This design comes from an exercise in tuning for small area and a short achievable clock period on the open sky130 flow, not from production work.
Where RTL was checked, it was by simulation tests only, not by an equivalence proof against the original.
No functional check of the RTL was part of runs 2 to 5.
Power figures rest on the tool's default switching activity, not on a simulated workload.

File: design/flow/flow/run.sh
#!/bin/bash
# Standard layout run through standard.sh with extra ORFS settings; make output goes to standard_flow.log.
set -euo pipefail
bash standard.sh finish "SETUP_SLACK_MARGIN=6.8" "BUFFER_PORTS_ARGS=-buffer_cell sky130_fd_sc_hd__buf_2" "TNS_END_PERCENT=0" "CTS_CLUSTER_DIAMETER=100" "CTS_CLUSTER_SIZE=30" "PLACE_DENSITY=0.75" > standard_flow.log 2>&1
File: design/flow/standard.sh
#!/bin/bash
# synth_recipe.tcl (not shown) runs the flow's synth.tcl, then flattens the netlist and writes it again
# the make line also repeats each setting of config.mk as NAME=value (left out here)
make -C /OpenROAD-flow-scripts/flow DESIGN_CONFIG=/design/flow/config.mk WORK_HOME=/design/flow/orfs CLKGATE_MAP_FILE= SYNTH_SCRIPT=/design/flow/synth_recipe.tcl "${@:-finish}"
File: design/flow/config.mk
export PLATFORM = sky130hd
export DESIGN_NAME = pu_net
export DESIGN_NICKNAME = pu_net
export VERILOG_FILES = /design/flow/design.v
export SDC_FILE = /design/flow/constraint.sdc
export NUM_CORES = 4
export LEC_CHECK = 0
export CAP_MARGIN = 20
export CORE_MARGIN = 2
export CORE_UTILIZATION = 40
export SLEW_MARGIN = 20
File: design/flow/constraint.sdc
create_clock -name core_clock -period 10.0 [get_ports {clk}]
set_input_delay 2.0000 -clock core_clock [delete_from_list [all_inputs] [get_ports {clk}]]
set_output_delay 2.0000 -clock core_clock [all_outputs]
set_load 0.01 [all_outputs]
File: design/flow/design.v
`default_nettype none
package pu_bus_pkg;
    localparam int attr_width       = 4;  
    localparam int attr_invalid_bit = 0;  
    typedef logic [attr_width-1:0] attr_t;
endpackage
`default_nettype wire
`default_nettype none
package pu_ctrl_pkg;
    typedef enum logic [2:0] {
        src_none  = 3'd0,  
        src_ext   = 3'd1,  
        src_mult  = 3'd2,
        src_accum = 3'd3,
        src_fram  = 3'd4
    } src_e;
    typedef enum logic [2:0] {
        dst_none  = 3'd0,  
        dst_mult  = 3'd1,
        dst_accum = 3'd2,
        dst_fram  = 3'd3,
        dst_ext   = 3'd4   
    } dst_e;
    typedef struct packed {
        src_e       src;
        dst_e       dst;
        logic       sel;   
        logic [1:0] addr;  
        logic       last;  
    } instr_t;
    localparam logic [2:0] SRC_NONE  = 3'd0;
    localparam logic [2:0] SRC_EXT   = 3'd1;
    localparam logic [2:0] SRC_MULT  = 3'd2;
    localparam logic [2:0] SRC_ACCUM = 3'd3;
    localparam logic [2:0] SRC_FRAM  = 3'd4;
    localparam logic [2:0] DST_NONE  = 3'd0;
    localparam logic [2:0] DST_MULT  = 3'd1;
    localparam logic [2:0] DST_ACCUM = 3'd2;
    localparam logic [2:0] DST_FRAM  = 3'd3;
    localparam logic [2:0] DST_EXT   = 3'd4;
    localparam int instr_width = 10;  
endpackage
`default_nettype wire
`timescale 1ns/1ps
`default_nettype none
import pu_bus_pkg::*;
module pu_multiplier
#(
    parameter int DATA_WIDTH = 32
) (
    input  wire logic                  clk,
    input  wire logic                  rst,
    input  wire logic                  signal_wr,
    input  wire logic                  signal_sel,
    input  wire logic [DATA_WIDTH-1:0] bus_q_data,    
    input  wire logic [attr_width-1:0] bus_q_attr,
    input  wire logic                  signal_oe,
    output logic      [DATA_WIDTH-1:0] data_out,
    output logic [attr_width-1:0]      attr_out
);
    localparam int HALF = DATA_WIDTH / 2;
    localparam int NPP  = HALF / 2;
    logic            sel_q;        
    logic            capture;      
    logic            arg1_pend;    
    logic [NPP-1:0]  b_one, b_two, b_neg;
    logic            arg1_bad;
    logic            arg0_bad;
    logic            has_result;
    logic [DATA_WIDTH-1:0] res_s, res_c;
    logic            result_inv;
    logic [DATA_WIDTH-1:0] pp_s, pp_c;
    function automatic logic fits_half(input logic [DATA_WIDTH-1:0] value);
        logic [HALF:0] top;
        top = value[DATA_WIDTH-1:HALF-1];
        fits_half = (&top) || !(|top);
    endfunction
    always_ff @(posedge clk) begin
        if (rst) begin
            sel_q     <= 1'b0;
            capture   <= 1'b0;
            arg1_pend <= 1'b0;
        end else begin
            if (signal_wr) sel_q <= signal_sel;
            capture   <= signal_wr && !signal_sel && sel_q;  
            arg1_pend <= signal_wr && signal_sel;
        end
    end
    always_ff @(posedge clk) begin
        if (arg1_pend) begin
            for (int i = 0; i < NPP; i++) begin
                logic b2, b1, b0;
                b2 = bus_q_data[2*i+1];
                b1 = bus_q_data[2*i];
                b0 = (i == 0) ? 1'b0 : bus_q_data[2*i-1];
                b_one[i] <= b1 ^ b0;
                b_two[i] <= (b2 & !b1 & !b0) | (!b2 & b1 & b0);
                b_neg[i] <= b2;
            end
            arg1_bad <= bus_q_attr[attr_invalid_bit] || !fits_half(bus_q_data);
        end
    end
    assign arg0_bad = bus_q_attr[attr_invalid_bit] || !fits_half(bus_q_data);
    always_comb begin
        logic [DATA_WIDTH-1:0] row [NPP+1];
        logic [HALF-1:0]       a;
        logic [HALF:0]         m, x;
        logic [DATA_WIDTH-1:0] s1, c1, s2, c2, s3, c3, s4, c4, s5, c5, s6, c6;
        a = bus_q_data[HALF-1:0];
        row[NPP] = 32'haaab_0000;
        for (int i = 0; i < NPP; i++) begin
            m = ({(HALF+1){b_one[i]}} & {a[HALF-1], a}) | ({(HALF+1){b_two[i]}} & {a, 1'b0});
            x = m ^ {(HALF+1){b_neg[i]}};
            row[i] = DATA_WIDTH'({!x[HALF], x[HALF-1:0]}) << (2*i);
            row[NPP][2*i] = b_neg[i];
        end
        s1 = row[0] ^ row[1] ^ row[2];
        c1 = ((row[0] & row[1]) | (row[0] & row[2]) | (row[1] & row[2])) << 1;
        s2 = row[3] ^ row[4] ^ row[5];
        c2 = ((row[3] & row[4]) | (row[3] & row[5]) | (row[4] & row[5])) << 1;
        s3 = row[6] ^ row[7] ^ row[8];
        c3 = ((row[6] & row[7]) | (row[6] & row[8]) | (row[7] & row[8])) << 1;
        s4 = s1 ^ c1 ^ s2;
        c4 = ((s1 & c1) | (s1 & s2) | (c1 & s2)) << 1;
        s5 = c2 ^ s3 ^ c3;
        c5 = ((c2 & s3) | (c2 & c3) | (s3 & c3)) << 1;
        s6 = s4 ^ c4 ^ s5;
        c6 = ((s4 & c4) | (s4 & s5) | (c4 & s5)) << 1;
        pp_s = s6 ^ c6 ^ c5;
        pp_c = ((s6 & c6) | (s6 & c5) | (c6 & c5)) << 1;
    end
    always_ff @(posedge clk) begin
        if (rst) begin
            has_result <= 1'b0;
        end else if (capture) begin
            has_result <= 1'b1;
        end
    end
    always_ff @(posedge clk) begin
        if (capture) begin
            res_s      <= pp_s;
            res_c      <= pp_c;
            result_inv <= arg0_bad || arg1_bad;
        end
    end
    logic rd;
    assign rd       = signal_oe && has_result;
    assign data_out = rd ? res_s + res_c : '0;
    assign attr_out = rd ? {{(attr_width-1){1'b0}}, result_inv} : '0;
endmodule
`default_nettype wire
`timescale 1ns/1ps
`default_nettype none
import pu_bus_pkg::*;
module pu_accum
#(
    parameter int DATA_WIDTH = 32
) (
    input  wire logic                  clk,
    input  wire logic                  rst,
    input  wire logic                  signal_wr,
    input  wire logic                  signal_sel,
    input  wire logic [DATA_WIDTH-1:0] bus_q_data,    
    input  wire logic [attr_width-1:0] bus_q_attr,
    input  wire logic                  signal_oe,
    output logic      [DATA_WIDTH-1:0] data_out,
    output logic [attr_width-1:0]      attr_out
);
    logic [DATA_WIDTH-1:0] acc;
    logic                  acc_inv;
    logic                  pend_load, pend_add;
    logic [DATA_WIDTH-1:0] sum, acc_now;
    logic                  overflow, inv_now;
    assign sum = acc + bus_q_data;
    assign overflow = (acc[DATA_WIDTH-1] == bus_q_data[DATA_WIDTH-1])
                      && (sum[DATA_WIDTH-1] != acc[DATA_WIDTH-1]);
    always_comb begin
        if (pend_add) begin
            acc_now = sum;
            inv_now = acc_inv || overflow || bus_q_attr[attr_invalid_bit];
        end else if (pend_load) begin
            acc_now = bus_q_data;
            inv_now = bus_q_attr[attr_invalid_bit];
        end else begin
            acc_now = acc;
            inv_now = acc_inv;
        end
    end
    always_ff @(posedge clk) begin
        if (rst) begin
            acc       <= '0;
            acc_inv   <= 1'b0;
            pend_load <= 1'b0;
            pend_add  <= 1'b0;
        end else begin
            acc       <= acc_now;
            acc_inv   <= inv_now;
            pend_load <= signal_wr && !signal_sel;
            pend_add  <= signal_wr && signal_sel;
        end
    end
    assign data_out = signal_oe ? acc_now : '0;
    assign attr_out = signal_oe ? {{(attr_width-1){1'b0}}, inv_now} : '0;
endmodule
`default_nettype wire
`timescale 1ns/1ps
`default_nettype none
import pu_bus_pkg::*;
module pu_fram
#(
    parameter int DATA_WIDTH = 32
) (
    input  wire logic                  clk,
    input  wire logic                  rst,
    input  wire logic                  signal_wr,
    input  wire logic [1:0]            signal_addr,
    input  wire logic [DATA_WIDTH-1:0] data_in,
    input  wire logic [attr_width-1:0] attr_in,
    input  wire logic                  signal_oe,
    output logic      [DATA_WIDTH-1:0] data_out,
    output logic [attr_width-1:0]      attr_out
);
    logic [DATA_WIDTH-1:0] words [4];
    logic [attr_width-1:0] attrs [4];
    logic [3:0]            full;
    logic                  rd;
    for (genvar i = 0; i < 4; i++) begin : g_word
        always_ff @(posedge clk) begin
            if (signal_wr && (signal_addr == 2'(i))) begin
                words[i] <= data_in;
                attrs[i] <= attr_in;  
            end
        end
    end
    always_ff @(posedge clk) begin
        if (rst) begin
            full <= '0;
        end else if (signal_wr) begin
            full[signal_addr] <= 1'b1;
        end
    end
    assign rd       = signal_oe && full[signal_addr];
    assign data_out = rd ? words[signal_addr] : '0;
    assign attr_out = rd ? attrs[signal_addr] : '0;
endmodule
`default_nettype wire
`timescale 1ns/1ps
`default_nettype none
import pu_ctrl_pkg::*;
module pu_sequencer
#(
    parameter int PROG_DEPTH = 16
) (
    input  wire logic                          clk,
    input  wire logic                          rst,
    input  wire logic                          prog_we,
    input  wire logic [$clog2(PROG_DEPTH)-1:0] prog_addr,
    input  wire logic [instr_width-1:0]        prog_data,
    input  wire logic                          start,
    output logic                               s_ext,    
    output logic                               s_mult,
    output logic                               s_accum,
    output logic                               s_fram,
    output logic                               d_mult,
    output logic                               d_accum,
    output logic                               d_fram,
    output logic                               d_out,
    output logic                               sel,
    output logic [1:0]                         addr,
    output logic                               busy,
    output logic                               done
);
    localparam int PC_WIDTH = $clog2(PROG_DEPTH);
    logic [7:0]             prog_mem [PROG_DEPTH];
    logic [PC_WIDTH-1:0]    fa;       
    logic                   last;
    logic                   we_ok;
    logic                   fwd;
    logic                   go;
    logic [11:0]            dec_mem, dec_new, dec;
    assign we_ok = prog_we && !busy;
    always_ff @(posedge clk) begin
        if (we_ok) begin
            prog_mem[prog_addr] <= pack(prog_data);
        end
    end
    function automatic logic [7:0] pack(input logic [instr_width-1:0] w);
        logic [2:0] src, dst;
        logic       src_f, dst_f;
        logic [1:0] s2, d2, u, v;
        src   = w[9:7];
        dst   = w[6:4];
        src_f = (src == SRC_FRAM);
        dst_f = (dst == DST_FRAM);
        s2    = src[2] ? 2'd0 : src[1:0];
        d2    = {(dst == DST_ACCUM) || (dst == DST_EXT), (dst == DST_MULT) || (dst == DST_EXT)};
        u     = src_f ? d2 : s2;
        v     = (src_f || dst_f) ? w[2:1] : d2;
        pack  = {w[0], w[3], src_f, dst_f, u, v};
    endfunction
    function automatic logic [11:0] unpack(input logic [7:0] c);
        logic       src_f, dst_f;
        logic [1:0] u, v, d2;
        src_f  = c[5];
        dst_f  = c[4];
        u      = c[3:2];
        v      = c[1:0];
        d2     = src_f ? u : v;
        unpack = {!src_f && (u == 2'd1), !src_f && (u == 2'd2), !src_f && (u == 2'd3), src_f,
                  !dst_f && (d2 == 2'd1), !dst_f && (d2 == 2'd2), dst_f, !dst_f && (d2 == 2'd3),
                  c[6], v, c[7]};
    endfunction
    function automatic logic [11:0] decode(input logic [instr_width-1:0] w);
        logic [2:0] src, dst;
        src = w[9:7];
        dst = w[6:4];
        decode = {src == SRC_EXT, src == SRC_MULT, src == SRC_ACCUM, src == SRC_FRAM,
                  dst == DST_MULT, dst == DST_ACCUM, dst == DST_FRAM, dst == DST_EXT,
                  w[3], w[2:1], w[0]};
    endfunction
    assign fwd     = we_ok && (prog_addr == '0);
    assign dec_mem = unpack(prog_mem[fa]);
    assign dec_new = decode(prog_data);
    assign go      = busy ? !last : start;
    assign dec     = go ? (fwd ? dec_new : dec_mem) : '0;
    always_ff @(posedge clk) begin
        if (rst) begin
            busy <= 1'b0;
            done <= 1'b0;
            fa   <= '0;
            {s_ext, s_mult, s_accum, s_fram, d_mult, d_accum, d_fram, d_out,
             sel, addr, last} <= '0;
        end else begin
            busy <= go;
            done <= last;
            fa   <= go ? fa + 1'b1 : '0;
            {s_ext, s_mult, s_accum, s_fram, d_mult, d_accum, d_fram, d_out,
             sel, addr, last} <= dec;
        end
    end
endmodule
`default_nettype wire
`timescale 1ns/1ps
`default_nettype none
import pu_bus_pkg::*;
import pu_ctrl_pkg::*;
module pu_net
#(
    parameter int DATA_WIDTH = 32,
    parameter int PROG_DEPTH = 16
) (
    input  wire logic                          clk,
    input  wire logic                          rst,
    input  wire logic                          prog_we,
    input  wire logic [$clog2(PROG_DEPTH)-1:0] prog_addr,
    input  wire logic [instr_width-1:0]        prog_data,
    input  wire logic                          start,
    input  wire logic [DATA_WIDTH-1:0]         in_data,
    input  wire logic [attr_width-1:0]         in_attr,
    output logic                               in_take,
    output logic                               out_valid,
    output logic      [DATA_WIDTH-1:0]         out_data,
    output logic [attr_width-1:0]              out_attr,
    output logic                               busy,
    output logic                               done
);
    logic                  s_ext, s_mult, s_accum, s_fram;
    logic                  d_mult, d_accum, d_fram, d_out;
    logic                  sel;
    logic [1:0]            addr;
    logic [DATA_WIDTH-1:0] mult_data, accum_data, fram_data, bus_data;
    logic [attr_width-1:0] mult_attr, accum_attr, fram_attr, bus_attr;
    logic [DATA_WIDTH-1:0] bus_q_data;
    logic [attr_width-1:0] bus_q_attr;
    pu_sequencer #(
        .PROG_DEPTH(PROG_DEPTH)
    ) i_pu_sequencer (
        .clk, .rst, .prog_we, .prog_addr, .prog_data, .start,
        .s_ext, .s_mult, .s_accum, .s_fram, .d_mult, .d_accum, .d_fram, .d_out,
        .sel, .addr, .busy, .done
    );
    assign in_take = s_ext;
    assign bus_data = (s_ext ? in_data : '0) | mult_data | accum_data | fram_data;
    assign bus_attr = (s_ext ? in_attr : '0) | mult_attr | accum_attr | fram_attr;
    always_ff @(posedge clk) begin
        bus_q_data <= bus_data;
        bus_q_attr <= bus_attr;
    end
    assign out_data = bus_q_data;
    assign out_attr = bus_q_attr;
    always_ff @(posedge clk) begin
        if (rst) begin
            out_valid <= 1'b0;
        end else begin
            out_valid <= d_out;
        end
    end
    pu_multiplier #(.DATA_WIDTH(DATA_WIDTH)) i_pu_multiplier (
        .clk, .rst, .signal_wr(d_mult), .signal_sel(sel),
        .bus_q_data, .bus_q_attr, .signal_oe(s_mult),
        .data_out(mult_data), .attr_out(mult_attr)
    );
    pu_accum #(.DATA_WIDTH(DATA_WIDTH)) i_pu_accum (
        .clk, .rst, .signal_wr(d_accum), .signal_sel(sel),
        .bus_q_data, .bus_q_attr, .signal_oe(s_accum),
        .data_out(accum_data), .attr_out(accum_attr)
    );
    pu_fram #(.DATA_WIDTH(DATA_WIDTH)) i_pu_fram (
        .clk, .rst, .signal_wr(d_fram), .signal_addr(addr),
        .data_in(bus_data), .attr_in(bus_attr), .signal_oe(s_fram),
        .data_out(fram_data), .attr_out(fram_attr)
    );
endmodule
`default_nettype wire
==> results of run 1 <==
==> flip-flops by register name, indices dropped and copies added, names as in the netlist, 2 cells and up <==
register,count
i_pu_fram.attrs,16
i_pu_multiplier.b_one,8
i_pu_multiplier.b_two,8
i_pu_multiplier.res_s,32
i_pu_fram.full,4
i_pu_multiplier.res_c,28
i_pu_fram.words,128
bus_q_data,32
i_pu_sequencer.fa,4
i_pu_accum.acc,32
i_pu_sequencer.prog_mem,128
i_pu_sequencer.addr,2
bus_q_attr,4
i_pu_multiplier.b_neg,8
==> cells by family after synthesis <==
kind of cell	count (synthesis)	synth area share (%)
flops	456	49.9
simple gates	345	6.53
xor+xnor	196	6.74
fa+ha+maj	201	12.4
mux	119	8.37
buf+inv	239	3.63
compound gates	444	12.5
==> cell usage after synthesis, types with 7 or more instances <==
library cell  count
edfxtp_1        358
a22oi_1         123
xor2_1          117
ha_1            116
nand2_1         102
clkbuf_1        100
inv_1           100
dfxtp_1          98
nor2_1           95
fa_1             85
a21oi_1          80
xnor2_1          79
mux4_2           74
o21ai_0          57
a21o_1           38
mux2i_1          33
buf_1            26
a222oi_1         25
nor2b_1          24
nor3_1           23
nand4_1          16
a211oi_1         14
and3_1           14
nand3_1          14
a31oi_1          13
o221ai_1         13
mux2_2           12
nand2b_1         12
o211ai_1         12
and2_1            9
buf_2             8
nor3b_1           7
==> through the flow <==
stage | cells | hold WS, ps | power (mW) | setup slack [ps] | utilization (%)
2_1_floorplan | 2000 | 414 | 2.40 | 5950 | -
3_3_place_gp | 2830 | 415 | 2.52 | 5790 | 42.3
3_5_place_dp | 2830 | 453 | 2.53 | 5680 | 42.3
4_1_cts | 2920 | 474 | 3.46 | 6550 | 44.2
5_1_grt | 2957 | 489 | 3.58 | 6580 | 45.2
6_report | 2957 | 468 | 3.45 | 6640 | 45.2
==> tightest hold or removal path, cell delays in order (launching register included) <==
cell	delay (ps)
dfxtp_1	340
nand2_1	60
nor3_1	40
==> what timing repair did <==
item	4_1_cts	5_1_grt
cloned	0	1
gates resized for setup	20	56
pin swaps	0	25
setup endpoints to repair	231	188
endpoints found under the hold margin	0	0
hold buffers	0	0
setup buffers	56	36
==> final timing paths <==
check / start / endpoint / cells after the start
hold reg to reg: i_pu_multiplier.sel_q$_SDFFE_PP0P_ / i_pu_multiplier.capture$_SDFF_PP0_ / 2
setup reg to reg: i_pu_multiplier.b_one[5]$_DFFE_PP_ / i_pu_multiplier.res_s[11]$_DFFE_PP_ / 10
setup / recovery: bus_q_data[7]$_DFF_P_ / out_data[7] / 1
hold / removal: i_pu_multiplier.sel_q$_SDFFE_PP0P_ / i_pu_multiplier.capture$_SDFF_PP0_ / 2
==> power groups by stage <==
| stage | combinational, mW | sequential (mW) | clock, mW |
|---|---|---|---|
| finish | 0.399 | 2.10 | 0.951 |
| detailed placement | 0.385 | 2.15 | 0 |
| global route | 0.444 | 2.10 | 1.04 |
| CTS | 0.392 | 2.10 | 0.969 |
| global placement | 0.372 | 2.14 | 0 |
| floorplan | 0.265 | 2.13 | 0 |
==> cell type report <==
| cell class | instances | area, sq um | share of cell area [%] |
|---|---|---|---|
| multi-input combinational | 1305 | 12100 | 42.3 |
| inverter | 102 | 392 | 1.37 |
| tap | 846 | 1060 | 3.72 |
| sequential | 456 | 12800 | 44.8 |
| timing repair buffer | 214 | 1680 | 5.89 |
| clock inverter | 4 | 37.5 | 0.132 |
| clock buffer | 30 | 517 | 1.81 |
==> routing by layer <==
| layer | global-route usage (%) | wire length [microns] |
|---|---|---|
| met5 | 0 | 12 |
| met4 | 7.53 | 2310 |
| met3 | 2.92 | 4750 |
| met2 | 31.7 | 31800 |
| met1 | 25.8 | 27400 |
==> flow_metrics.env, run 1 <==
export IMPL_cts_buffers=19
export IMPL_cts_sinks=456
export IMPL_routed_wl_microns=66300
export IMPL_synth_edf_count=358
export IMPL_syn_area_sq_um=25500
export IMPL_chipWidth_microns=256
export IMPL_overflow=0
export IMPL_h_tree_depth=1
export IMPL_final_area_sq_um=28500
export IMPL_layout_commonest_cell="edfxtp_1"
export IMPL_worstPathArrival_ps=1360
export IMPL_coreArea_sq_um=63100
export IMPL_final_antenna_net_count=0
export IMPL_dpl_instance_area_sq_um=26700
export IMPL_critPathBufInv=1
export IMPL_drtIter0Drc=1517
export IMPL_status="no timing/DRC/antenna violations"
export IMPL_fin_crit_ps=3360
export IMPL_synth_seq_area_share_pct=49.9
export IMPL_slowest_delay_ps=580
export IMPL_static_leakage_power_nw=10.4
export IMPL_syn_to_final_growth_pct=11.8
export IMPL_cp_start_kind="flip-flop"
export IMPL_skew_ps=38.5
export IMPL_slew_viol_final=0
export IMPL_viasPerCell=5.85
export IMPL_start_util_pct=40.4
export IMPL_wl_per_cell_microns=22.4
export IMPL_cts_tree="built"
export IMPL_seqPwrFrac_pct=60.8
export IMPL_p_clk_share_pct=27.6
export IMPL_cp_max_fo=25
export IMPL_switchingPower_mw=0.828
export IMPL_cts_path_max_buffers=3
export IMPL_pwr_share_comb_pct=11.6
export IMPL_route_detailed_drc=0
export IMPL_worstHoldPathType="reg2reg"
export IMPL_synth_nets=2255
export IMPL_rows=92
export IMPL_ys_top_cells_by_area="edfxtp_1, dfxtp_1, fa_1, mux4_2, ha_1"
export IMPL_vias=17300
export IMPL_port_buffers=93
export IMPL_tightest_slew_ps=1060
export IMPL_hold_violations=0
export IMPL_grt_use_total_pct=19.3
export IMPL_firstDrtPassIters=7
export IMPL_worst_path_max_delay_cell="dfxtp_4"
export IMPL_num_io_pins=94
export IMPL_critPathTopFamily="flip-flops"
export IMPL_setup_tns_ps=0
export IMPL_setup_viol=0
export IMPL_fillers=5721
export IMPL_ys_async_sr_fraction_pct=0
export IMPL_grt_start_max_net_pins=61
export IMPL_period_share_pct=33.6
export IMPL_switching_share_pct=24.0
export IMPL_critical_path_cell_chain="buf_2"
export IMPL_reg2reg_setup_slack_ps=6670
export IMPL_yosysTopAreaCell="edfxtp_1"
export IMPL_dp_hpwl_microns=44300
export IMPL_grt_antenna_before_repair=1
export IMPL_synth_seq_cells=456
export IMPL_synth_top_area_share_pct=42.2
export IMPL_ys_warnings_count=8
export IMPL_critPathKind="reg2out"
export IMPL_max_freq_mhz=297
export IMPL_critPathCaptureType="primary output"
export IMPL_cts_root_buf="clkbuf_16"
export IMPL_dieArea_sq_um=65700
export IMPL_worstPathRequired_ps=8000
export IMPL_avgSynthCellArea_sq_um=12.7
export IMPL_grt_pass1_vias=17600
export IMPL_clk_insertion_delay_late_ps=570
export IMPL_place_congestion=0.878
export IMPL_p_per_area_nw_per_um2=121
export IMPL_drive_gt1_share_pct=18.5
export IMPL_slew_headroom_pct=28.8
export IMPL_n_antenna_cell=0
export IMPL_synth_distinct_cells=81
export IMPL_die_h_microns=256
export IMPL_grt_pass1_wl_microns=100000
export IMPL_ys_flop_type="edfxtp_1"
export IMPL_p_int_mw=2.62
export IMPL_rsz0062_at_grt="yes"
export IMPL_layout_common_cells="edfxtp_1, ha_1, a22oi_1"
export IMPL_final_nets=2353
export IMPL_peakVddDrop_uv=144
export IMPL_syn_inst=2000
export IMPL_drv_cap=0
export IMPL_clkTransAtPathRegs_ps=110
==> run 2, diff against run 1 <==
--- a/design/flow/design.v
+++ b/design/flow/design.v
@@ -54,2 +54,3 @@
     input  wire logic                  signal_sel,
+    input  wire logic [DATA_WIDTH-1:0] bus_data,      
     input  wire logic [DATA_WIDTH-1:0] bus_q_data,    
@@ -65,3 +66,4 @@
     logic            arg1_pend;    
-    logic [NPP-1:0]  b_one, b_two, b_neg;
+    logic [NPP-1:0]  a_one, a_two, a_neg;
+    logic [HALF-1:0] arg1;
     logic            arg1_bad;
@@ -89,12 +91,15 @@
     always_ff @(posedge clk) begin
+        for (int i = 0; i < NPP; i++) begin
+            logic b2, b1, b0;
+            b2 = bus_data[2*i+1];
+            b1 = bus_data[2*i];
+            b0 = (i == 0) ? 1'b0 : bus_data[2*i-1];
+            a_one[i] <= b1 ^ b0;
+            a_two[i] <= (b2 & !b1 & !b0) | (!b2 & b1 & b0);
+            a_neg[i] <= b2;
+        end
+    end
+    always_ff @(posedge clk) begin
         if (arg1_pend) begin
-            for (int i = 0; i < NPP; i++) begin
-                logic b2, b1, b0;
-                b2 = bus_q_data[2*i+1];
-                b1 = bus_q_data[2*i];
-                b0 = (i == 0) ? 1'b0 : bus_q_data[2*i-1];
-                b_one[i] <= b1 ^ b0;
-                b_two[i] <= (b2 & !b1 & !b0) | (!b2 & b1 & b0);
-                b_neg[i] <= b2;
-            end
+            arg1     <= bus_q_data[HALF-1:0];
             arg1_bad <= bus_q_attr[attr_invalid_bit] || !fits_half(bus_q_data);
@@ -105,12 +110,11 @@
         logic [DATA_WIDTH-1:0] row [NPP+1];
-        logic [HALF-1:0]       a;
         logic [HALF:0]         m, x;
         logic [DATA_WIDTH-1:0] s1, c1, s2, c2, s3, c3, s4, c4, s5, c5, s6, c6;
-        a = bus_q_data[HALF-1:0];
         row[NPP] = 32'haaab_0000;
         for (int i = 0; i < NPP; i++) begin
-            m = ({(HALF+1){b_one[i]}} & {a[HALF-1], a}) | ({(HALF+1){b_two[i]}} & {a, 1'b0});
-            x = m ^ {(HALF+1){b_neg[i]}};
+            m = ({(HALF+1){a_one[i]}} & {arg1[HALF-1], arg1})
+              | ({(HALF+1){a_two[i]}} & {arg1, 1'b0});
+            x = m ^ {(HALF+1){a_neg[i]}};
             row[i] = DATA_WIDTH'({!x[HALF], x[HALF-1:0]}) << (2*i);
-            row[NPP][2*i] = b_neg[i];
+            row[NPP][2*i] = a_neg[i];
         end
@@ -399,3 +403,3 @@
         .clk, .rst, .signal_wr(d_mult), .signal_sel(sel),
-        .bus_q_data, .bus_q_attr, .signal_oe(s_mult),
+        .bus_data, .bus_q_data, .bus_q_attr, .signal_oe(s_mult),
         .data_out(mult_data), .attr_out(mult_attr)
==> design/flow/flow/run.sh (replaced) <==
#!/bin/bash
# Standard layout run through standard.sh with extra ORFS settings; make output goes to standard_flow.log.
set -euo pipefail
bash standard.sh finish "SETUP_SLACK_MARGIN=6.5" "BUFFER_PORTS_ARGS=-buffer_cell sky130_fd_sc_hd__buf_2" > standard_flow.log 2>&1
==> run 2 against run 1 <==
Net effect:
- still clean on timing, DRC and antenna
- cell count up 2.3%
- utilization rose by 1.3 points
- first-iteration DRC count is 1.8% higher
- clock skew increased by 13 ps
- setup slack worse by 270 ps
- design area grew 2.9%
- critical path depth up 11
- critical path type is now reg2reg
- highest routed layer unchanged
==> flow_metrics.env, run 2 <==
export IMPL_wl_per_cell_microns=23.4
export IMPL_start_util_pct=40.4
export IMPL_cts_buffers=50
export IMPL_dp_hpwl_microns=46900
export IMPL_rsz0062_at_grt="yes"
export IMPL_grt_start_max_net_pins=63
export IMPL_ys_warnings_count=8
export IMPL_viasPerCell=5.78
export IMPL_final_util_pct=46.5
export IMPL_num_io_pins=94
export IMPL_synth_nets=2289
export IMPL_worst_path_max_delay_cell="a2111oi_4"
export IMPL_grt_pass1_vias=17500
export IMPL_slowest_delay_ps=530
export IMPL_critPathCaptureType="flip-flop"
export IMPL_synth_distinct_cells=81
export IMPL_slew_viol_final=0
export IMPL_drtIter0Drc=1544
export IMPL_top_regs="i_pu_fram.words: 128 flops, i_pu_sequencer.prog_mem: 128 flops"
export IMPL_drive_gt1_share_pct=18.8
export IMPL_coreArea_sq_um=63100
export IMPL_layout_commonest_cell="edfxtp_1"
export IMPL_setup_tns_ps=0
export IMPL_hold_violations=0
export IMPL_yosysMostFrequentCell="edfxtp_1"
export IMPL_rr_worst_depth=12
export IMPL_critPathKind="reg2reg"
export IMPL_ys_async_sr_fraction_pct=0
export IMPL_status="no timing/DRC/antenna violations"
export IMPL_holdPathStages=2
export IMPL_die_h_microns=257
export IMPL_grt_pass1_wl_microns=107000
export IMPL_total_power_mw=4.46
export IMPL_skew_ps=51.3
export IMPL_routed_wl_microns=70700
export IMPL_cp_max_fo=5
export IMPL_cts_root_buf="clkbuf_16"
export IMPL_chipWidth_microns=257
export IMPL_setup_viol=0
export IMPL_worstPathRequired_ps=10360
export IMPL_syn_to_final_growth_pct=14.9
export IMPL_grt_use_total_pct=21.1
export IMPL_cp_start_kind="flip-flop"
export IMPL_cts_tree="built"
export IMPL_overflow=0
export IMPL_drv_cap=0
export IMPL_p_per_area_nw_per_um2=152
export IMPL_firstDrtPassIters=8
export IMPL_layout_common_cells="edfxtp_1, a22oi_1, ha_1"
export IMPL_final_antenna_net_count=0
export IMPL_hold_end="i_pu_multiplier.capture$_SDFF_PP0_"
export IMPL_critical_path_cell_chain="ha_4 -> fa_2 -> a21o_1 -> a311o_1 -> a2111oi_4 -> o41ai_4 -> a31o_2 -> a22oi_2 -> a21oi_2 -> xnor2_1 -> o211ai_1 -> buf_4"
export IMPL_route_detailed_drc=0
export IMPL_min_from="i_pu_multiplier.sel_q$_SDFFE_PP0P_"
export IMPL_h_tree_depth=2
export IMPL_syn_area_sq_um=25500
export IMPL_ys_top_cells_by_area="edfxtp_1, dfxtp_1, fa_1, ha_1, mux4_2"
export IMPL_cts_sinks=463
export IMPL_static_leakage_power_nw=10.8
export IMPL_clkTransAtPathRegs_ps=60
export IMPL_synth_edf_count=350
export IMPL_rows=92
export IMPL_ys_flop_type="edfxtp_1"
export IMPL_fillers=5735
export IMPL_synth_common_cells="edfxtp_1, a22oi_1, ha_1"
export IMPL_vias=17500
export IMPL_r2r_end="i_pu_fram.words[1][26]$_DFFE_PP_"
export IMPL_syn_inst=2034
export IMPL_port_buffers=93
export IMPL_reg2reg_setup_slack_ps=6370
export IMPL_grt_antenna_before_repair=4
export IMPL_worstPathArrival_ps=3980
export IMPL_clk_insertion_delay_late_ps=640
export IMPL_avgSynthCellArea_sq_um=12.5
export IMPL_dpl_cell_count=2866
export IMPL_tightest_slew_ps=1010
export IMPL_period_share_pct=36.3
export IMPL_peakVddDrop_uv=113
export IMPL_max_freq_mhz=276
export IMPL_yosysTopAreaCell="edfxtp_1"
export IMPL_finalNonFillerCells=3024
export IMPL_slew_headroom_pct=32.6
export IMPL_r2r_start="i_pu_multiplier.a_one[0]$_DFF_P_"
export IMPL_synth_seq_area_share_pct=50.1
export IMPL_dieArea_sq_um=65800
export IMPL_synth_seq_cells=463
export IMPL_synth_top_area_share_pct=41.2
export IMPL_cts_path_max_buffers=3
export IMPL_fin_crit_ps=3630
export IMPL_worstHoldPathType="reg2reg"
export IMPL_place_congestion=0.882
export IMPL_final_nets=2387
-- run 2: changes by cell type after synthesis, moves of 9 or more --
cell	change
a21o_1	-10
a221oi_1	+13
and2_1	+9
buf_1	-17
clkbuf_1	+11
dfxtp_1	+15
mux2i_1	+20
mux4_2	-12
nor2_1	+17
nor2b_1	-10
xnor2_1	+12
xor2_1	-16
-- run 2: metrics by stage --
stage / hold slack, ps / setup WS, ps / cell area [sq um]
3_5_place_dp: 421 / 5700 / 26800
3_3_place_gp: 419 / 5750 / 26800
2_1_floorplan: 414 / 6510 / 25600
4_1_cts: 436 / 6510 / 28900
5_1_grt: 459 / 6300 / 29300
6_report: 433 / 6370 / 29300
-- run 2: cell type report --
cell class / count / area (sq um) / share of cell area, %
sequential: 463 / 12800 / 43.7
timing repair buffer: 179 / 1280 / 4.38
clock buffer: 79 / 1450 / 4.95
timing repair inverter: 1 / 5.00 / 0.0171
tap: 846 / 1060 / 3.61
multi-input combinational: 1333 / 12100 / 41.3
clock inverter: 15 / 183 / 0.623
antenna: 4 / 10.0 / 0.0341
inverter: 104 / 403 / 1.37
-- run 2: worst max-delay path: cells and delay by family, from the launching register on --
kind	cells	cell delay (ps)
AO/OA/AOI/OAI	8	2110
XOR/XNOR	1	230
adder cells (fa/ha/maj)	2	510
buffers and inverters	1	170
flip-flops	1	360
-- run 2: how the worst max path moves through the flow --
stage / endpoint / slack [ps] / from / cells past startpoint
floorplan: i_pu_multiplier.res_s[13]$_DFFE_PP_ / 6510 / i_pu_multiplier.a_neg[3]$_DFF_P_ / 9
global placement: i_pu_sequencer.fa[1]$_SDFF_PP0_ / 5750 / rst / 5
detailed placement: i_pu_sequencer.fa[1]$_SDFF_PP0_ / 5700 / rst / 5
CTS: out_data[11] / 6510 / i_pu_multiplier.a_neg[5]$_DFF_P_ / 2
global route: i_pu_fram.words[1][26]$_DFFE_PP_ / 6300 / i_pu_multiplier.a_one[0]$_DFF_P_ / 12
finish: i_pu_fram.words[1][26]$_DFFE_PP_ / 6370 / i_pu_multiplier.a_one[0]$_DFF_P_ / 12
-- run 2: where the power goes --
| part | switching (mW) | internal [mW] |
|---|---|---|
| registers | 0.0316 | 2.12 |
| logic | 0.285 | 0.208 |
| clock network | 0.784 | 1.04 |
| total | 1.10 | 3.36 |
-- run 2: layer usage --
| metal | up-vias | track usage, % | wire (microns) | share of wire (%) |
|---|---|---|---|---|
| met3 | 112 | 3.60 | 5350 | 7.6 |
| met4 | 2 | 6.41 | 1860 | 2.6 |
| li1 | 7821 | - | - | - |
| met5 | - | 0 | 13 | 0.018 |
| met2 | 700 | 33.3 | 32500 | 46 |
| met1 | 8846 | 29.8 | 30900 | 44 |
-- run 2: what timing repair did --
item / CTS / global route
hold buffers: 0 / 0
endpoints found under the setup margin: 143 / 108
resized for setup: 39 / 48
pin swaps: 11 / 23
gates cloned: 1 / 2
buffers inserted: 44 / 13
-- run 2: logic make-up after synthesis --
kind of cell	synth area share, %
buffers and inverters	3.62
XOR/XNOR	6.59
AND/OR/NAND/NOR	6.81
adder cells (fa/ha/maj)	12.4
AO/OA/AOI/OAI	12.5
multiplexers	8.08
flip-flops	50.1
==> run 3, diff against run 2 <==
==> design/flow/flow/run.sh (replaced) <==
#!/bin/bash
# Standard layout run through standard.sh with extra ORFS settings; make output goes to standard_flow.log.
set -euo pipefail
bash standard.sh finish "SETUP_SLACK_MARGIN=6.5" "BUFFER_PORTS_ARGS=-buffer_cell sky130_fd_sc_hd__buf_2" "CTS_BUF_LIST=sky130_fd_sc_hd__clkbuf_4 sky130_fd_sc_hd__clkbuf_8" "CTS_CLUSTER_SIZE=20" > standard_flow.log 2>&1
==> run 3 against run 2 <==
Net effect:
- still clean
- sequential share of layout area shrank 0.62 points
- clock power up 3%
- via count up 2.2%
- routed wire length increased by 2.9%
- sequential power about the same
- non-clock buffer count is 16 higher
- register-to-register slack gained 60 ps
- first-iteration DRC count up 5.6%
- worst hold slack got worse by 7.6 ps
- combinational power rose by 1%
- critical endpoint is now i_pu_fram.words[0][26]$_DFFE_PP_
==> flow_metrics.env, run 3 <==
export IMPL_status="no timing/DRC/antenna violations"
export IMPL_worstHoldPathType="reg2reg"
export IMPL_rr_worst_depth=13
export IMPL_cp_common_cell="buf_4"
export IMPL_setup_viol=0
export IMPL_cp_start_kind="flip-flop"
export IMPL_cts_buffers=80
export IMPL_dp_hpwl_microns=46900
export IMPL_hold_end="i_pu_multiplier.capture$_SDFF_PP0_"
export IMPL_overflow=0
export IMPL_cts_sinks=463
export IMPL_synth_distinct_cells=81
export IMPL_slew_headroom_pct=30.6
export IMPL_r2r_start="i_pu_multiplier.a_one[0]$_DFF_P_"
export IMPL_vias=17900
export IMPL_fin_ws_ps=6430
export IMPL_p_per_area_nw_per_um2=152
export IMPL_dpl_worst_slack_ps=5700
export IMPL_dpl_instance_area_sq_um=26800
export IMPL_synth_edf_count=350
export IMPL_synth_seq_cells=463
export IMPL_grt_pass1_vias=17900
export IMPL_syn_area_sq_um=25500
export IMPL_worst_path_max_delay_cell="a311o_1"
export IMPL_cts_root_buf="clkbuf_8"
export IMPL_h_tree_depth=3
export IMPL_ys_top_cells_by_area="edfxtp_1, dfxtp_1, fa_1, ha_1, mux4_2"
export IMPL_dieArea_sq_um=65800
export IMPL_die_h_microns=257
export IMPL_tightest_slew_ps=1040
export IMPL_start_util_pct=40.4
export IMPL_grt_antenna_before_repair=4
export IMPL_grt_start_max_net_pins=63
export IMPL_max_freq_mhz=280
export IMPL_chipWidth_microns=257
export IMPL_layout_commonest_cell="edfxtp_1"
export IMPL_reg2reg_setup_slack_ps=6430
export IMPL_critPathKind="reg2reg"
export IMPL_syn_to_final_growth_pct=16.7
export IMPL_fin_crit_ps=3570
export IMPL_slowest_delay_ps=420
export IMPL_drive_gt1_share_pct=22.6
export IMPL_clkTransAtPathRegs_ps=60
export IMPL_syn_inst=2034
export IMPL_yosysMostFrequentCell="edfxtp_1"
export IMPL_holdPathStages=2
export IMPL_synth_common_cells="edfxtp_1, a22oi_1, ha_1"
export IMPL_drv_cap=0
export IMPL_firstDrtPassIters=5
export IMPL_setup_tns_ps=0
export IMPL_synth_top_area_share_pct=41.2
export IMPL_slew_viol_final=0
export IMPL_final_util_pct=47.2
export IMPL_layout_common_cells="edfxtp_1, a22oi_1, nor2_1"
export IMPL_yosysTopAreaCell="edfxtp_1"
export IMPL_clk_insertion_delay_late_ps=710
export IMPL_min_from="i_pu_multiplier.sel_q$_SDFFE_PP0P_"
export IMPL_viasPerCell=5.78
export IMPL_avgSynthCellArea_sq_um=12.5
export IMPL_wl_per_cell_microns=23.5
export IMPL_peakVddDrop_uv=95.0
export IMPL_grt_pass1_wl_microns=110000
export IMPL_worstPathArrival_ps=4010
export IMPL_critical_path_cell_chain="ha_4 -> fa_2 -> a21o_1 -> a311o_1 -> a2111oi_4 -> buf_4 -> o41ai_4 -> a31o_2 -> a22oi_2 -> a21oi_2 -> xnor2_1 -> o211ai_1 -> buf_4"
export IMPL_synth_nets=2289
export IMPL_port_buffers=93
export IMPL_routed_wl_microns=72700
export IMPL_final_nets=2432
export IMPL_route_detailed_drc=0
export IMPL_static_leakage_power_nw=11.1
export IMPL_drtIter0Drc=1631
export IMPL_num_io_pins=94
export IMPL_hold_violations=0
export IMPL_rsz0062_at_grt="yes"
export IMPL_worstPathRequired_ps=10440
export IMPL_place_congestion=0.882
export IMPL_cts_path_max_buffers=3
export IMPL_final_area_sq_um=29800
export IMPL_ys_flop_type="edfxtp_1"
export IMPL_top_regs="i_pu_fram.words: 128 flops, i_pu_sequencer.prog_mem: 128 flops"
export IMPL_period_share_pct=35.7
export IMPL_skew_ps=47.6
export IMPL_cp_max_fo=5
export IMPL_ys_warnings_count=8
export IMPL_grt_use_total_pct=21.8
export IMPL_cts_tree="built"
export IMPL_ys_async_sr_fraction_pct=0
export IMPL_rows=92
export IMPL_synth_seq_area_share_pct=50.1
export IMPL_hold_buffers=0
export IMPL_final_antenna_net_count=0
export IMPL_total_power_mw=4.52
export IMPL_r2r_end="i_pu_fram.words[0][26]$_DFFE_PP_"
export IMPL_critPathCaptureType="flip-flop"
export IMPL_coreArea_sq_um=63100
==> run 3: cell counts after synthesis <==
No cell type changed its count.
==> run 3: critical path: cells and delay by family, from the launching register on <==
kind                     cells  cell delay [ps]
AO/OA/AOI/OAI                8             1870
buffers and inverters        2              360
XOR/XNOR                     1              230
adder cells (fa/ha/maj)      2              510
flip-flops                   1              360
==> run 3: final cells by class <==
type	instances	area [sq um]
Multi-Input combinational cell	1332	12100
Tap cell	846	1060
Clock buffer	117	1450
Sequential cell	463	12800
Clock inverter	29	297
Fill cell	5741	33300
Antenna cell	5	12.5
Timing Repair inverter	1	7.51
Inverter	104	403
Timing Repair Buffer	195	1580
==> run 3: what timing repair did <==
action	4_1_cts	5_1_grt
pin swaps	10	28
resized for setup	53	59
buffers inserted	48	21
cloned	5	1
setup endpoints to repair	139	87
==> run 3: worst max-delay path by stage <==
stage                                                      to                              from  slack [ps]
after floorplan           i_pu_multiplier.res_s[13]$_DFFE_PP_  i_pu_multiplier.a_neg[3]$_DFF_P_        6510
after global placement        i_pu_sequencer.fa[1]$_SDFF_PP0_                               rst        5750
after detailed placement      i_pu_sequencer.fa[1]$_SDFF_PP0_                               rst        5700
after CTS                 i_pu_multiplier.res_s[11]$_DFFE_PP_  i_pu_multiplier.a_one[1]$_DFF_P_        6490
after global routing         i_pu_fram.words[0][26]$_DFFE_PP_  i_pu_multiplier.a_one[0]$_DFF_P_        6380
final                        i_pu_fram.words[0][26]$_DFFE_PP_  i_pu_multiplier.a_one[0]$_DFF_P_        6430
==> run 3: cells by family after synthesis <==
| logic type | share of synthesized area [%] |
|---|---|
| buf+inv | 3.62 |
| fa+ha+maj | 12.4 |
| compound gates | 12.5 |
| xor+xnor | 6.59 |
| flops | 50.1 |
| mux | 8.08 |
| simple gates | 6.81 |
==> run 3: per-stage QoR <==
step,hold WS (ps),cells
4_1_cts,429,3065
3_5_place_dp,421,2866
3_3_place_gp,419,2866
5_1_grt,452,3089
6_report,425,3092
2_1_floorplan,414,2034
==> run 3: routing by layer <==
layer	vias up	part of all wire (%)	wire (microns)	GRT usage (%)
met5	-	0.018	13	0
li1	7925	-	-	-
met3	153	8.4	6120	3.87
met1	8987	43	31100	30.6
met2	794	46	33100	34.0
met4	2	3.3	2370	7.91
==> run 3: where the power goes <==
part           switching, mW  total (mW)  internal, mW
Clock                  0.837        1.87          1.03
Combinational          0.287       0.501         0.214
Sequential            0.0328        2.15          2.12
==> run 4, diff against run 3 <==
--- a/design/flow/design.v
+++ b/design/flow/design.v
@@ -54,3 +54,2 @@
     input  wire logic                  signal_sel,
-    input  wire logic [DATA_WIDTH-1:0] bus_data,      
     input  wire logic [DATA_WIDTH-1:0] bus_q_data,    
@@ -66,4 +65,3 @@
     logic            arg1_pend;    
-    logic [NPP-1:0]  a_one, a_two, a_neg;
-    logic [HALF-1:0] arg1;
+    logic [NPP-1:0]  b_one, b_two, b_neg;
     logic            arg1_bad;
@@ -91,15 +89,12 @@
     always_ff @(posedge clk) begin
-        for (int i = 0; i < NPP; i++) begin
-            logic b2, b1, b0;
-            b2 = bus_data[2*i+1];
-            b1 = bus_data[2*i];
-            b0 = (i == 0) ? 1'b0 : bus_data[2*i-1];
-            a_one[i] <= b1 ^ b0;
-            a_two[i] <= (b2 & !b1 & !b0) | (!b2 & b1 & b0);
-            a_neg[i] <= b2;
-        end
-    end
-    always_ff @(posedge clk) begin
         if (arg1_pend) begin
-            arg1     <= bus_q_data[HALF-1:0];
+            for (int i = 0; i < NPP; i++) begin
+                logic b2, b1, b0;
+                b2 = bus_q_data[2*i+1];
+                b1 = bus_q_data[2*i];
+                b0 = (i == 0) ? 1'b0 : bus_q_data[2*i-1];
+                b_one[i] <= b1 ^ b0;
+                b_two[i] <= (b2 & !b1 & !b0) | (!b2 & b1 & b0);
+                b_neg[i] <= b2;
+            end
             arg1_bad <= bus_q_attr[attr_invalid_bit] || !fits_half(bus_q_data);
@@ -110,11 +105,12 @@
         logic [DATA_WIDTH-1:0] row [NPP+1];
+        logic [HALF-1:0]       a;
         logic [HALF:0]         m, x;
         logic [DATA_WIDTH-1:0] s1, c1, s2, c2, s3, c3, s4, c4, s5, c5, s6, c6;
+        a = bus_q_data[HALF-1:0];
         row[NPP] = 32'haaab_0000;
         for (int i = 0; i < NPP; i++) begin
-            m = ({(HALF+1){a_one[i]}} & {arg1[HALF-1], arg1})
-              | ({(HALF+1){a_two[i]}} & {arg1, 1'b0});
-            x = m ^ {(HALF+1){a_neg[i]}};
+            m = ({(HALF+1){b_one[i]}} & {a[HALF-1], a}) | ({(HALF+1){b_two[i]}} & {a, 1'b0});
+            x = m ^ {(HALF+1){b_neg[i]}};
             row[i] = DATA_WIDTH'({!x[HALF], x[HALF-1:0]}) << (2*i);
-            row[NPP][2*i] = a_neg[i];
+            row[NPP][2*i] = b_neg[i];
         end
@@ -220,4 +216,4 @@
     input  wire logic [1:0]            signal_addr,
-    input  wire logic [DATA_WIDTH-1:0] data_in,
-    input  wire logic [attr_width-1:0] attr_in,
+    input  wire logic [DATA_WIDTH-1:0] bus_q_data,    
+    input  wire logic [attr_width-1:0] bus_q_attr,
     input  wire logic                  signal_oe,
@@ -229,8 +225,20 @@
     logic [3:0]            full;
-    logic                  rd;
+    logic                  pend_wr;
+    logic [1:0]            pend_addr;
+    logic                  hit, rd_word, rd_pend;
+    always_ff @(posedge clk) begin
+        if (rst) begin
+            pend_wr <= 1'b0;
+        end else begin
+            pend_wr <= signal_wr;
+        end
+        if (signal_wr) begin
+            pend_addr <= signal_addr;
+        end
+    end
     for (genvar i = 0; i < 4; i++) begin : g_word
         always_ff @(posedge clk) begin
-            if (signal_wr && (signal_addr == 2'(i))) begin
-                words[i] <= data_in;
-                attrs[i] <= attr_in;  
+            if (pend_wr && (pend_addr == 2'(i))) begin
+                words[i] <= bus_q_data;
+                attrs[i] <= bus_q_attr;  
             end
@@ -241,9 +249,11 @@
             full <= '0;
-        end else if (signal_wr) begin
-            full[signal_addr] <= 1'b1;
+        end else if (pend_wr) begin
+            full[pend_addr] <= 1'b1;
         end
     end
-    assign rd       = signal_oe && full[signal_addr];
-    assign data_out = rd ? words[signal_addr] : '0;
-    assign attr_out = rd ? attrs[signal_addr] : '0;
+    assign hit      = pend_wr && (pend_addr == signal_addr);
+    assign rd_word  = signal_oe && full[signal_addr] && !hit;
+    assign rd_pend  = signal_oe && hit;
+    assign data_out = (rd_word ? words[signal_addr] : '0) | (rd_pend ? bus_q_data : '0);
+    assign attr_out = (rd_word ? attrs[signal_addr] : '0) | (rd_pend ? bus_q_attr : '0);
 endmodule
@@ -392,4 +402,8 @@
     end
-    assign out_data = bus_q_data;
-    assign out_attr = bus_q_attr;
+    always_ff @(posedge clk) begin
+        if (d_out) begin
+            out_data <= bus_data;
+            out_attr <= bus_attr;
+        end
+    end
     always_ff @(posedge clk) begin
@@ -403,3 +417,3 @@
         .clk, .rst, .signal_wr(d_mult), .signal_sel(sel),
-        .bus_data, .bus_q_data, .bus_q_attr, .signal_oe(s_mult),
+        .bus_q_data, .bus_q_attr, .signal_oe(s_mult),
         .data_out(mult_data), .attr_out(mult_attr)
@@ -413,3 +427,3 @@
         .clk, .rst, .signal_wr(d_fram), .signal_addr(addr),
-        .data_in(bus_data), .attr_in(bus_attr), .signal_oe(s_fram),
+        .bus_q_data, .bus_q_attr, .signal_oe(s_fram),
         .data_out(fram_data), .attr_out(fram_attr)
==> design/flow/flow/run.sh (replaced) <==
#!/bin/bash
# Standard layout run through standard.sh with extra ORFS settings; make output goes to standard_flow.log.
set -euo pipefail
bash standard.sh finish "SETUP_SLACK_MARGIN=6.5" "BUFFER_PORTS_ARGS=-buffer_cell sky130_fd_sc_hd__buf_2" > standard_flow.log 2>&1
==> run 4 against run 3 <==
Net effect:
- worst hold slack improved by 16 ps
- synthesized cell count increased by 2.6%
- global-route usage decreased by 2.1 points
- synthesized area increased by 5.3%
- utilization decreased by 1.3 points
- die area increased by 5.3%
- first-iteration DRC count increased by 2.8%
- sequential share of layout area increased by 2.3 points
- design area increased by 3.0%
- largest power group unchanged
- setup slack improved by 170 ps
==> flow_metrics.env, run 4 <==
export IMPL_grt_use_total_pct=19.7
export IMPL_place_congestion=0.890
export IMPL_critPathBufInv=1
export IMPL_ys_warnings_count=8
export IMPL_dieArea_sq_um=69300
export IMPL_rsz0062_at_grt="yes"
export IMPL_vias=17800
export IMPL_route_detailed_drc=0
export IMPL_cts_sinks=495
export IMPL_cts_path_max_buffers=3
export IMPL_h_tree_depth=2
export IMPL_tightest_slew_ps=1130
export IMPL_layout_commonest_cell="edfxtp_1"
export IMPL_port_buffers=93
export IMPL_drive_gt1_share_pct=17.8
export IMPL_ys_async_sr_fraction_pct=0
export IMPL_syn_area_sq_um=26900
export IMPL_seqPwrFrac_pct=50.6
export IMPL_fin_crit_ps=3400
export IMPL_yosysTopAreaCell="edfxtp_1"
export IMPL_coreArea_sq_um=66800
export IMPL_synth_top_area_share_pct=44.2
export IMPL_worstHoldPathType="reg2reg"
export IMPL_overflow=0
export IMPL_synth_distinct_cells=79
export IMPL_synth_seq_cells=495
export IMPL_synth_common_cells="edfxtp_1, a22oi_1, clkbuf_1"
export IMPL_worstPathArrival_ps=3700
export IMPL_syn_to_final_growth_pct=14.0
export IMPL_status="no timing/DRC/antenna violations"
export IMPL_synth_seq_area_share_pct=51.6
export IMPL_p_per_area_nw_per_um2=146
export IMPL_routed_wl_microns=69100
export IMPL_start_util_pct=40.2
export IMPL_top_regs="i_pu_fram.words: 128 flops, i_pu_sequencer.prog_mem: 128 flops"
export IMPL_critPathKind="reg2reg"
export IMPL_p_int_mw=3.45
export IMPL_switchingPower_mw=1.02
export IMPL_final_nets=2433
export IMPL_worst_path_max_delay_cell="fa_1"
export IMPL_avgSynthCellArea_sq_um=12.9
export IMPL_switching_share_pct=22.8
export IMPL_worstPathRequired_ps=10300
export IMPL_n_antenna_cell=0
export IMPL_skew_ps=31.7
export IMPL_cp_start_kind="flip-flop"
export IMPL_critPathTopFamily="compound AO/OA/AOI/OAI gates"
export IMPL_grt_pass1_vias=18100
export IMPL_cts_root_buf="clkbuf_16"
export IMPL_layout_common_cells="edfxtp_1, a22oi_1, ha_1"
export IMPL_syn_inst=2087
export IMPL_slew_headroom_pct=24.5
export IMPL_grt_start_max_net_pins=63
export IMPL_critical_path_cell_chain="buf_4 -> ha_2 -> fa_1 -> a21oi_2 -> o22ai_2 -> a31o_2 -> a211oi_4 -> o21ai_2 -> a221oi_2 -> or3_1 -> nand4_1"
export IMPL_hold_ws_ps=441
export IMPL_cts_tree="built"
export IMPL_period_share_pct=34.0
export IMPL_hold_violations=0
export IMPL_rows=95
export IMPL_num_io_pins=94
export IMPL_chipWidth_microns=263
export IMPL_final_antenna_net_count=0
export IMPL_peakVddDrop_uv=128
export IMPL_drtIter0Drc=1677
export IMPL_cts_buffers=53
export IMPL_slew_viol_final=0
export IMPL_ys_top_cells_by_area="edfxtp_1, dfxtp_1, mux4_2, fa_1, ha_1"
export IMPL_static_leakage_power_nw=11.0
export IMPL_dp_hpwl_microns=45000
export IMPL_wl_per_cell_microns=22.3
export IMPL_viasPerCell=5.75
export IMPL_yosysMostFrequentCell="edfxtp_1"
export IMPL_slowest_delay_ps=440
export IMPL_clk_insertion_delay_late_ps=620
export IMPL_grt_pass1_wl_microns=107000
export IMPL_p_clk_share_pct=43.0
export IMPL_firstDrtPassIters=8
export IMPL_max_freq_mhz=294
export IMPL_pwr_share_comb_pct=6.4
export IMPL_critPathCaptureType="flip-flop"
export IMPL_setup_tns_ps=0
export IMPL_grt_antenna_before_repair=0
export IMPL_cp_max_fo=25
export IMPL_synth_edf_count=396
export IMPL_die_h_microns=263
export IMPL_synth_nets=2342
export IMPL_ys_flop_type="edfxtp_1"
export IMPL_drv_cap=0
export IMPL_setup_viol=0
export IMPL_clkTransAtPathRegs_ps=60
==> run 4: stage by stage <==
| step | worst slack (ps) | instances | instance area [sq um] | power [mW] | utilization [%] |
|---|---|---|---|---|---|
| 2_1_floorplan | 6510 | 2087 | 26900 | 2.49 | - |
| 3_3_place_gp | 6080 | 2941 | 28200 | 2.59 | 42.2 |
| 3_5_place_dp | 6010 | 2942 | 28200 | 2.59 | 42.2 |
| 4_1_cts | 6470 | 3069 | 30200 | 4.51 | 45.3 |
| 5_1_grt | 6460 | 3092 | 30600 | 4.63 | 45.9 |
| 6_report | 6600 | 3092 | 30600 | 4.47 | 45.9 |
==> run 4: path summary, 6_finish.rpt <==
check        depth (start not counted)                                 end  slack (ps)                                from
max                                 11              out_data[30]$_DFFE_PP_        6600               bus_q_data[0]$_DFF_P_
min                                  2  i_pu_multiplier.capture$_SDFF_PP0_         440  i_pu_multiplier.sel_q$_SDFFE_PP0P_
max reg2reg                         11              out_data[30]$_DFFE_PP_        6600               bus_q_data[0]$_DFF_P_
min reg2reg                          2  i_pu_multiplier.capture$_SDFF_PP0_         440  i_pu_multiplier.sel_q$_SDFFE_PP0P_
==> run 4: worst reg2reg max path, cell delays in order, from the launching register on <==
cell and delay [ps]:
dfxtp_1 300, buf_4 230, ha_2 280, fa_1 440
a21oi_2 210, o22ai_2 140, a31o_2 310, a211oi_4 360
o21ai_2 170, a221oi_2 320, or3_1 160, nand4_1 190
==> run 4: final cells by class <==
| type | count | area [sq um] |
|---|---|---|
| Clock buffer | 69 | 1420 |
| Clock inverter | 27 | 272 |
| Fill cell | 5898 | 36200 |
| Inverter | 107 | 408 |
| Multi-Input combinational cell | 1338 | 12100 |
| Sequential cell | 495 | 13900 |
| Tap cell | 873 | 1090 |
| Timing Repair Buffer | 183 | 1420 |
==> run 4: cells by family (layout without fill, tap and decap cells) <==
| kind of cell | after synthesis | in the layout | synth area share (%) |
|---|---|---|---|
| buffers and inverters | 254 | 386 | 3.67 |
| XOR/XNOR | 194 | 194 | 6.32 |
| flip-flops | 495 | 495 | 51.6 |
| AND/OR/NAND/NOR | 374 | 374 | 6.63 |
| AO/OA/AOI/OAI | 458 | 458 | 12.3 |
| adder cells (fa/ha/maj) | 201 | 201 | 11.7 |
| multiplexers | 111 | 111 | 7.75 |
==> run 4: timing repair <==
item | in CTS | in global routing
buffers inserted | 31 | 22
gates resized for setup | 9 | 21
endpoints found under the setup margin | 51 | 36
pin swaps | 2 | 4
hold buffers | 0 | 0
==> run 4: metal layers <==
| layer | wire, microns | vias up | track usage, % |
|---|---|---|---|
| met1 | 29700 | 8976 | 26.3 |
| met5 | 0 | - | 0 |
| met2 | 33400 | 628 | 33.0 |
| met3 | 4210 | 129 | 3.20 |
| met4 | 1700 | 0 | 5.93 |
| li1 | - | 8053 | - |
==> run 4: power groups by stage <==
stage / registers, mW / logic (mW) / clock network (mW)
after floorplan: 2.30 / 0.190 / 0
after global placement: 2.31 / 0.278 / 0
after detailed placement: 2.31 / 0.285 / 0
after CTS: 2.26 / 0.286 / 1.96
after global routing: 2.27 / 0.321 / 2.04
final: 2.26 / 0.285 / 1.92
==> run 5, diff against run 4 <==
==> design/flow/flow/run.sh (replaced) <==
#!/bin/bash
# Standard layout run through standard.sh with extra ORFS settings; make output goes to standard_flow.log.
set -euo pipefail
bash standard.sh finish "SETUP_SLACK_MARGIN=6.9" "BUFFER_PORTS_ARGS=-buffer_cell sky130_fd_sc_hd__buf_2" > standard_flow.log 2>&1
==> run 5 against run 4 <==
Net effect:
- still clean on timing, DRC and antenna
- synthesized area unchanged
- routed wire length grew 7.9%
- sequential share of layout area fell by 1.9 points
- critical path type unchanged
- highest routed layer unchanged
==> flow_metrics.env, run 5 <==
export IMPL_dpl_worst_slack_ps=6090
export IMPL_ys_async_sr_fraction_pct=0
export IMPL_cts_root_buf="clkbuf_16"
export IMPL_dp_hpwl_microns=47300
export IMPL_grt_use_total_pct=21.3
export IMPL_hold_violations=0
export IMPL_holdPathStages=2
export IMPL_cts_buffers=53
export IMPL_worstPathArrival_ps=3690
export IMPL_drive_gt1_share_pct=26.1
export IMPL_drtIter0Drc=1898
export IMPL_final_nets=2481
export IMPL_yosysTopAreaCell="edfxtp_1"
export IMPL_wl_per_cell_microns=23.7
export IMPL_clkTransAtPathRegs_ps=60
export IMPL_cts_path_max_buffers=3
export IMPL_vias=18300
export IMPL_static_leakage_power_nw=11.4
export IMPL_cts_tree="built"
export IMPL_hold_ws_ps=439
export IMPL_grt_pass1_vias=18400
export IMPL_layout_commonest_cell="edfxtp_1"
export IMPL_ys_top_cells_by_area="edfxtp_1, dfxtp_1, mux4_2, fa_1, ha_1"
export IMPL_fin_crit_ps=3350
export IMPL_port_buffers=93
export IMPL_skew_ps=39.1
export IMPL_p_per_area_nw_per_um2=142
export IMPL_yosysMostFrequentCell="edfxtp_1"
export IMPL_layout_common_cells="edfxtp_1, nand2_1, xor2_1"
export IMPL_synth_simple_gate_area_share_pct=6.63
export IMPL_top_regs="i_pu_fram.words: 128 flops, i_pu_sequencer.prog_mem: 128 flops"
export IMPL_start_util_pct=40.2
export IMPL_synthMuxAreaShare_pct=7.75
export IMPL_slew_viol_final=0
export IMPL_fin_ws_ps=6650
export IMPL_synth_common_cells="edfxtp_1, a22oi_1, clkbuf_1"
export IMPL_chipWidth_microns=263
export IMPL_synth_nets=2342
export IMPL_synth_top_area_share_pct=44.2
export IMPL_status="no timing/DRC/antenna violations"
export IMPL_synth_seq_area_share_pct=51.6
export IMPL_slew_headroom_pct=26.6
export IMPL_setup_tns_ps=0
export IMPL_total_power_mw=4.55
export IMPL_synth_seq_cells=495
export IMPL_syn_to_final_growth_pct=19.4
export IMPL_dieArea_sq_um=69300
export IMPL_clk_insertion_delay_late_ps=630
export IMPL_cp_start_kind="flip-flop"
export IMPL_max_freq_mhz=299
export IMPL_h_tree_depth=2
export IMPL_synth_xor_area_share_pct=6.32
export IMPL_route_detailed_drc=0
export IMPL_rr_worst_depth=9
export IMPL_synth_top_family_by_area="compound AO/OA/AOI/OAI gates"
export IMPL_grt_antenna_before_repair=0
export IMPL_grt_pass1_wl_microns=113000
export IMPL_place_congestion=0.889
export IMPL_final_antenna_net_count=0
export IMPL_viasPerCell=5.83
export IMPL_rows=95
export IMPL_synth_compound_area_share_pct=12.3
export IMPL_critPathKind="reg2reg"
export IMPL_die_h_microns=263
export IMPL_overflow=0
export IMPL_finalNonFillerCells=3143
export IMPL_critPathCaptureType="flip-flop"
export IMPL_cp_max_fo=10
export IMPL_routed_wl_microns=74500
export IMPL_setup_viol=0
export IMPL_period_share_pct=33.5
export IMPL_cts_sinks=495
export IMPL_syn_area_sq_um=26900
export IMPL_num_io_pins=94
export IMPL_avgSynthCellArea_sq_um=12.9
export IMPL_worstHoldPathType="reg2reg"
export IMPL_synth_edf_count=396
export IMPL_ys_warnings_count=8
export IMPL_ys_flop_type="edfxtp_1"
export IMPL_worstPathRequired_ps=10340
export IMPL_hold_buffers=0
export IMPL_coreArea_sq_um=66800
export IMPL_peakVddDrop_uv=141
export IMPL_synth_distinct_cells=79
export IMPL_firstDrtPassIters=7
export IMPL_drv_cap=0
export IMPL_dpl_cell_count=2941
export IMPL_grt_start_max_net_pins=77
export IMPL_rsz0062_at_grt="yes"
export IMPL_syn_inst=2087
export IMPL_synth_fa_ha_area_share_pct=11.7
export IMPL_tightest_slew_ps=1100
==> run 5: cell counts after synthesis <==
Identical to the previous run, type by type.
==> run 5: metal layers <==
metal / global-route usage, % / routed length (microns) / vias to the layer above
met1: 29.9 / 32300 / 9314
met5: 0 / 0 / -
met3: 2.89 / 5050 / 114
li1: - / - / 8169
met4: 5.90 / 1680 / 0
met2: 34.8 / 35500 / 720
==> run 5: area by class of cell <==
| type | count | area, sq um |
|---|---|---|
| clock buffers | 73 | 1440 |
| fillers | 5836 | 34700 |
| well taps | 873 | 1090 |
| inverters | 107 | 412 |
| flip-flops and latches | 495 | 13900 |
| clock inverters | 25 | 307 |
| repair buffers | 230 | 1950 |
| diodes | 1 | 2.50 |
| multi-input cells | 1339 | 13000 |
==> run 5: worst max-delay path, cell delays in order, from the launching register on <==
cell	delay, ps
edfxtp_1	410
buf_12	170
buf_4	140
a22oi_2	180
xor2_1	260
fa_1	450
fa_1	460
fa_1	490
inv_1	50
fa_1	440
==> run 5: stage by stage <==
step	util, %	cell area [sq um]
after global routing	48.0	32100
final	48.0	32100
after global placement	42.5	28400
after detailed placement	42.5	28400
after floorplan	-	27400
after CTS	47.4	31600
==> run 5: final timing paths <==
| path | from | end | slack, ps |
|---|---|---|---|
| worst max-delay path | i_pu_multiplier.b_one[3]$_DFFE_PP_ | i_pu_multiplier.res_s[17]$_DFFE_PP_ | 6650 |
| worst min-delay path | i_pu_multiplier.sel_q$_SDFFE_PP0P_ | i_pu_multiplier.capture$_SDFF_PP0_ | 440 |
| worst max register to register | i_pu_multiplier.b_one[3]$_DFFE_PP_ | i_pu_multiplier.res_s[17]$_DFFE_PP_ | 6650 |
| worst min register to register | i_pu_multiplier.sel_q$_SDFFE_PP0P_ | i_pu_multiplier.capture$_SDFF_PP0_ | 440 |
==> run 5: logic make-up after synthesis <==
group	after synthesis
compound gates	458
mux	111
simple gates	374
xor+xnor	194
buf+inv	254
fa+ha+maj	201
flops	495
==> run 5: timing repair <==
action,4_1_cts,5_1_grt
pin swaps,39,46
endpoints found under the hold margin,0,0
setup endpoints to repair,200,154
gates resized for setup,111,75
gates cloned,0,2
buffers inserted,95,6
==> run 5: report_power, final <==
group | internal, mW | switching (mW) | leakage [nW]
sequential | 2.25 | 0.0170 | 4.45
clock | 1.15 | 0.833 | 0.849
combinational | 0.132 | 0.177 | 6.09
total | 3.53 | 1.03 | 11.4

## static timing again, ports no longer ideal
Ports are ideal in the flow. The routed layouts listed here were re-timed in OpenROAD.
Step 1 (the two cells are an assumption about what drives the block):
set clk [get_ports {clk}]
set_driving_cell -lib_cell sky130_fd_sc_hd__clkbuf_16 $clk
set_driving_cell -lib_cell sky130_fd_sc_hd__buf_2 [delete_from_list [all_inputs] $clk]
Step 2 moves the port delays by t, midway between the first and last clock arrival at a register: inputs arrive t later, outputs are due t later. That takes back most of the time a late clock gives input paths.
a / b / c = ideal / step 1 / step 2; a / b = the first two.
| run | t (ns) | slack for setup (ns) | hold slack, ns | worst setup path at the end | latest minus earliest clock arrival (ns) |
|---|---|---|---|---|---|
| run 1 | 0.615 | 6.637 / 6.575 / 6.231 | 0.468 / 0.468 / 0.468 | input to register | 0.038 / 0.039 |
| run 2 | 0.676 | 6.371 / 6.371 / 6.019 | 0.433 / 0.433 / 0.433 | input to register | 0.053 / 0.053 |
| run 3 | 0.751 | 6.431 / 6.399 / 5.834 | 0.425 / 0.425 / 0.425 | input to register | 0.055 / 0.056 |
| run 4 | 0.661 | 6.597 / 6.597 / 6.057 | 0.441 / 0.441 / 0.441 | input to register | 0.037 / 0.037 |
| run 5 | 0.668 | 6.651 / 6.644 / 6.311 | 0.439 / 0.439 / 0.439 | input to register | 0.039 / 0.039 |
After both steps every run listed still meets setup and hold. For run 3, which loses most, drivers alone change the setup slack by -0.032 ns; drivers and shift together by -0.597 ns.
